What follows belongs to an exercise in optimizing a design on an open flow for small area and a short achievable clock period; a production flow would make more cautious choices.
Power and IR drop assume default switching activity.

// tia_core
module tia_core (
    input wire logic clock,
    input wire logic rst,
    input wire logic execute,
    output logic halted,
    output logic channels_quiescent,
    input wire logic wb_cyc,
    input wire logic wb_stb,
    input wire logic wb_we,
    input wire logic [4:0] wb_adr,
    input wire logic [31:0] wb_dat_w,
    output logic [31:0] wb_dat_r,
    output logic wb_ack,
    input wire logic [1:0] in_valid,
    output logic [1:0] in_ready,
    input wire logic [3:0] in_tag,
    input wire logic [31:0] in_data,
    output logic [1:0] out_valid,
    input wire logic [1:0] out_ready,
    output logic [3:0] out_tag,
    output logic [31:0] out_data
);
    logic [7:0][63:0] slots;
    logic [3:0] preds;
    logic [3:0][15:0] regs;
    logic [1:0][17:0] in_heads;
    logic [1:0][1:0] in_head_tags;
    logic [1:0][15:0] in_head_data;
    logic [1:0] in_empty;
    logic [1:0] in_full;
  ...
==> module integer_alu, before the edit <==
module integer_alu (
    input wire logic [3:0] op,
    input wire logic [15:0] a,
    input wire logic [15:0] b,
    output logic [15:0] result
);
    logic sub;
    logic [15:0] bx;
    logic [16:0] sum;
    logic [15:0] x;
    assign sub = (op == 4'd3) || (op == 4'd8);
    assign bx = b ^ {16{sub}};
    assign sum = {1'b0, a} + {1'b0, bx} + {16'd0, sub};
    assign x = a ^ b;
    always_comb begin
        case (op)
            4'd1: result = a;
            4'd2: result = sum[15:0];
            4'd3: result = sum[15:0];
            4'd4: result = a & b;
            4'd5: result = a | b;
            4'd6: result = x;
            4'd7: result = {15'd0, x == 16'd0};
            4'd8: result = {15'd0, !sum[16]};
            default: result = '0;
        endcase
    end
endmodule
==> module execute_stage, before the edit <==
module execute_stage (
    input wire logic clock,
    input wire logic rst,
    input wire logic [1:0] f_pop,
    input wire logic [1:0] f_push,
    input wire logic f_regwe,
    input wire logic f_predwe,
    input wire logic f_halt,
    input wire logic [3:0] f_op,
    input wire logic [1:0] f_st0,
    input wire logic [1:0] f_si0,
    input wire logic [1:0] f_st1,
    input wire logic [1:0] f_si1,
    input wire logic [1:0] f_di,
    input wire logic [1:0] f_oct,
    input wire logic [15:0] f_imm,
    input wire logic [1:0][15:0] in_data,
    output logic [1:0] pop,
    output logic [1:0] push,
    output logic [17:0] push_packet,
    output logic x_hazard,
    output logic pred_we,
    output logic [1:0] pred_idx,
    output logic pred_val,
    output logic [3:0][15:0] regs,
    output logic halted
);
    logic x_regwe;
    logic x_halt;
    logic [3:0] x_op;
    logic [1:0] x_st0, x_si0, x_st1, x_si1, x_di, x_oct;
    logic [15:0] x_imm;
    logic [15:0] operand_a;
    logic [15:0] operand_b;
    logic [15:0] result;
    logic [15:0] rdata;
    always_ff @(posedge clock) begin
        pop <= f_pop;
        push <= f_push;
        x_regwe <= f_regwe;
        pred_we <= f_predwe;
        x_halt <= f_halt;
        x_op <= f_op;
        x_st0 <= f_st0;
        x_si0 <= f_si0;
        x_st1 <= f_st1;
        x_si1 <= f_si1;
        x_di <= f_di;
        x_oct <= f_oct;
        x_imm <= f_imm;
    end
    assign x_hazard = pred_we || x_halt;
    always_comb begin
        case (x_st0)
            2'd0: operand_a = x_imm;
            2'd1: operand_a = regs[x_si0];
            2'd2: operand_a = in_data[x_si0[0]];
            default: operand_a = '0;
        endcase
        case (x_st1)
            2'd0: operand_b = x_imm;
            2'd1: operand_b = regs[x_si1];
            2'd2: operand_b = in_data[x_si1[0]];
            default: operand_b = '0;
        endcase
    end
    integer_alu u_alu (.op(x_op), .a(operand_a), .b(operand_b), .result(result));
    assign pred_idx = x_di;
    assign pred_val = result[0];
    assign push_packet = {x_oct, result};
    assign rdata = result & {16{!rst}};
    for (genvar r = 0; r < 4; r++) begin : g_reg
        always_ff @(posedge clock) begin
            if (rst || (x_regwe && x_di == r)) begin
                regs[r] <= rdata;
            end
        end
    end
    always_ff @(posedge clock) begin
        if (rst) begin
            halted <= 1'b0;
        end else if (x_halt) begin
            halted <= 1'b1;
        end
    end
endmodule
==> flow/config.mk <==
export PLATFORM = sky130hd
export DESIGN_NAME = tia_core
export DESIGN_NICKNAME = tia_core
export VERILOG_FILES = /design/flow/design.v
export SDC_FILE = /design/flow/constraint.sdc
export NUM_CORES = 4
export LEC_CHECK = 0
export ABC_CLOCK_PERIOD_IN_PS = 3000
export CAP_MARGIN = 20
export CORE_MARGIN = 2
export CORE_UTILIZATION = 40
export SETUP_SLACK_MARGIN = 2.5
export SLEW_MARGIN = 20
==> flow/constraint.sdc <==
create_clock -name core_clock -period 6.0 [get_ports {clock}]
set_input_delay 1.2000 -clock core_clock [delete_from_list [all_inputs] [get_ports {clock}]]
set_output_delay 1.2000 -clock core_clock [all_outputs]
set_load 0.01 [all_outputs]
run.sh (not shown) runs the stock make flow with config.mk's settings and CLKGATE_MAP_FILE= SYNTH_SCRIPT=/design/flow/synth_recipe.tcl, a recipe that flattens the netlist after the stock synthesis.
Edit:
--- a/flow/design.v
+++ b/flow/design.v
@@ -341,15 +341,14 @@
 `default_nettype none
 module integer_alu (
     input wire logic [3:0] op,
+    input wire logic sub,
     input wire logic [15:0] a,
     input wire logic [15:0] b,
     output logic [15:0] result
 );
-    logic sub;
     logic [15:0] bx;
     logic [16:0] sum;
     logic [15:0] x;
-    assign sub = (op == 4'd3) || (op == 4'd8);
     assign bx = b ^ {16{sub}};
     assign sum = {1'b0, a} + {1'b0, bx} + {16'd0, sub};
     assign x = a ^ b;
@@ -399,7 +398,12 @@
     logic x_regwe;
     logic x_halt;
     logic [3:0] x_op;
-    logic [1:0] x_st0, x_si0, x_st1, x_si1, x_di, x_oct;
+    logic [1:0] x_di, x_oct;
+    logic x_sub;
+    logic [6:0] x_sa;
+    logic [6:0] x_sb;
+    logic [6:0] f_sa;
+    logic [6:0] f_sb;
     logic [15:0] x_imm;
     logic [15:0] operand_a;
     logic [15:0] operand_b;
@@ -412,30 +416,36 @@
         pred_we <= f_predwe;
         x_halt <= f_halt;
         x_op <= f_op;
-        x_st0 <= f_st0;
-        x_si0 <= f_si0;
-        x_st1 <= f_st1;
-        x_si1 <= f_si1;
+        x_sub <= (f_op == 4'd3) || (f_op == 4'd8);
+        x_sa <= f_sa;
+        x_sb <= f_sb;
         x_di <= f_di;
         x_oct <= f_oct;
         x_imm <= f_imm;
     end
     assign x_hazard = pred_we || x_halt;
-    always_comb begin
-        case (x_st0)
-            2'd0: operand_a = x_imm;
-            2'd1: operand_a = regs[x_si0];
-            2'd2: operand_a = in_data[x_si0[0]];
-            default: operand_a = '0;
-        endcase
-        case (x_st1)
-            2'd0: operand_b = x_imm;
-            2'd1: operand_b = regs[x_si1];
-            2'd2: operand_b = in_data[x_si1[0]];
-            default: operand_b = '0;
+    function automatic logic [6:0] src_decode(input logic [1:0] st, input logic [1:0] si);
+        src_decode = '0;
+        case (st)
+            2'd0: src_decode[0] = 1'b1;
+            2'd1: src_decode[1 + si] = 1'b1;
+            2'd2: src_decode[5 + si[0]] = 1'b1;
+            default: ;
         endcase
-    end
-    integer_alu u_alu (.op(x_op), .a(operand_a), .b(operand_b), .result(result));
+    endfunction
+    assign f_sa = src_decode(f_st0, f_si0);
+    assign f_sb = src_decode(f_st1, f_si1);
+    function automatic logic [15:0] src_mux(input logic [6:0] sel, input logic [15:0] imm,
+                                            input logic [3:0][15:0] r,
+                                            input logic [1:0][15:0] ch);
+        src_mux = ({16{sel[0]}} & imm)
+            | ({16{sel[1]}} & r[0]) | ({16{sel[2]}} & r[1])
+            | ({16{sel[3]}} & r[2]) | ({16{sel[4]}} & r[3])
+            | ({16{sel[5]}} & ch[0]) | ({16{sel[6]}} & ch[1]);
+    endfunction
+    assign operand_a = src_mux(x_sa, x_imm, regs, in_data);
+    assign operand_b = src_mux(x_sb, x_imm, regs, in_data);
+    integer_alu u_alu (.op(x_op), .sub(x_sub), .a(operand_a), .b(operand_b), .result(result));
     assign pred_idx = x_di;
     assign pred_val = result[0];
     assign push_packet = {x_oct, result};
What happened: Area after synthesis is about the same; wire length is higher by 9.2%; via count is higher by 7.7%; combinational power is lower by about 8%; design area is higher by 2.0%; register-to-register slack is better by 0.06 ns; sequential power is higher by about 0.6%; clock skew is lower by 0.044 ns; power is lower by 1.5%; first-iteration DRC count is higher by 16%; count of clock-buffer cells in the layout is lower by 11.
No functional check of the RTL was part of any run of this note.

==> re-timing with driven ports <==
Ports are ideal in the flow. The routed layouts listed here were re-timed in OpenROAD. Step 1 assumes that a clkbuf_16 drives the clock port and a buf_2 every other input. Step 2 also shifts input and output timing later by t, the mid clock arrival at the registers, as if the neighbouring blocks saw the same clock. a / b / c = ideal / step 1 / step 2; a / b = the first two.
| run | shift t [ns] | slack for setup (ns) | worst setup path at the end | worst register clock-pin slew, ns |
|---|---|---|---|---|
| the first run | 0.754 | 2.125 / 2.125 / 1.859 | input to register | 0.07 / 0.07 |
| the second run | 0.758 | 2.185 / 2.185 / 1.862 | input to register | 0.07 / 0.07 |
After both steps setup and hold are still met in every run listed. The setup slack of the second run, which loses most, moves by 0.000 ns with the drivers and by -0.323 ns with both steps.
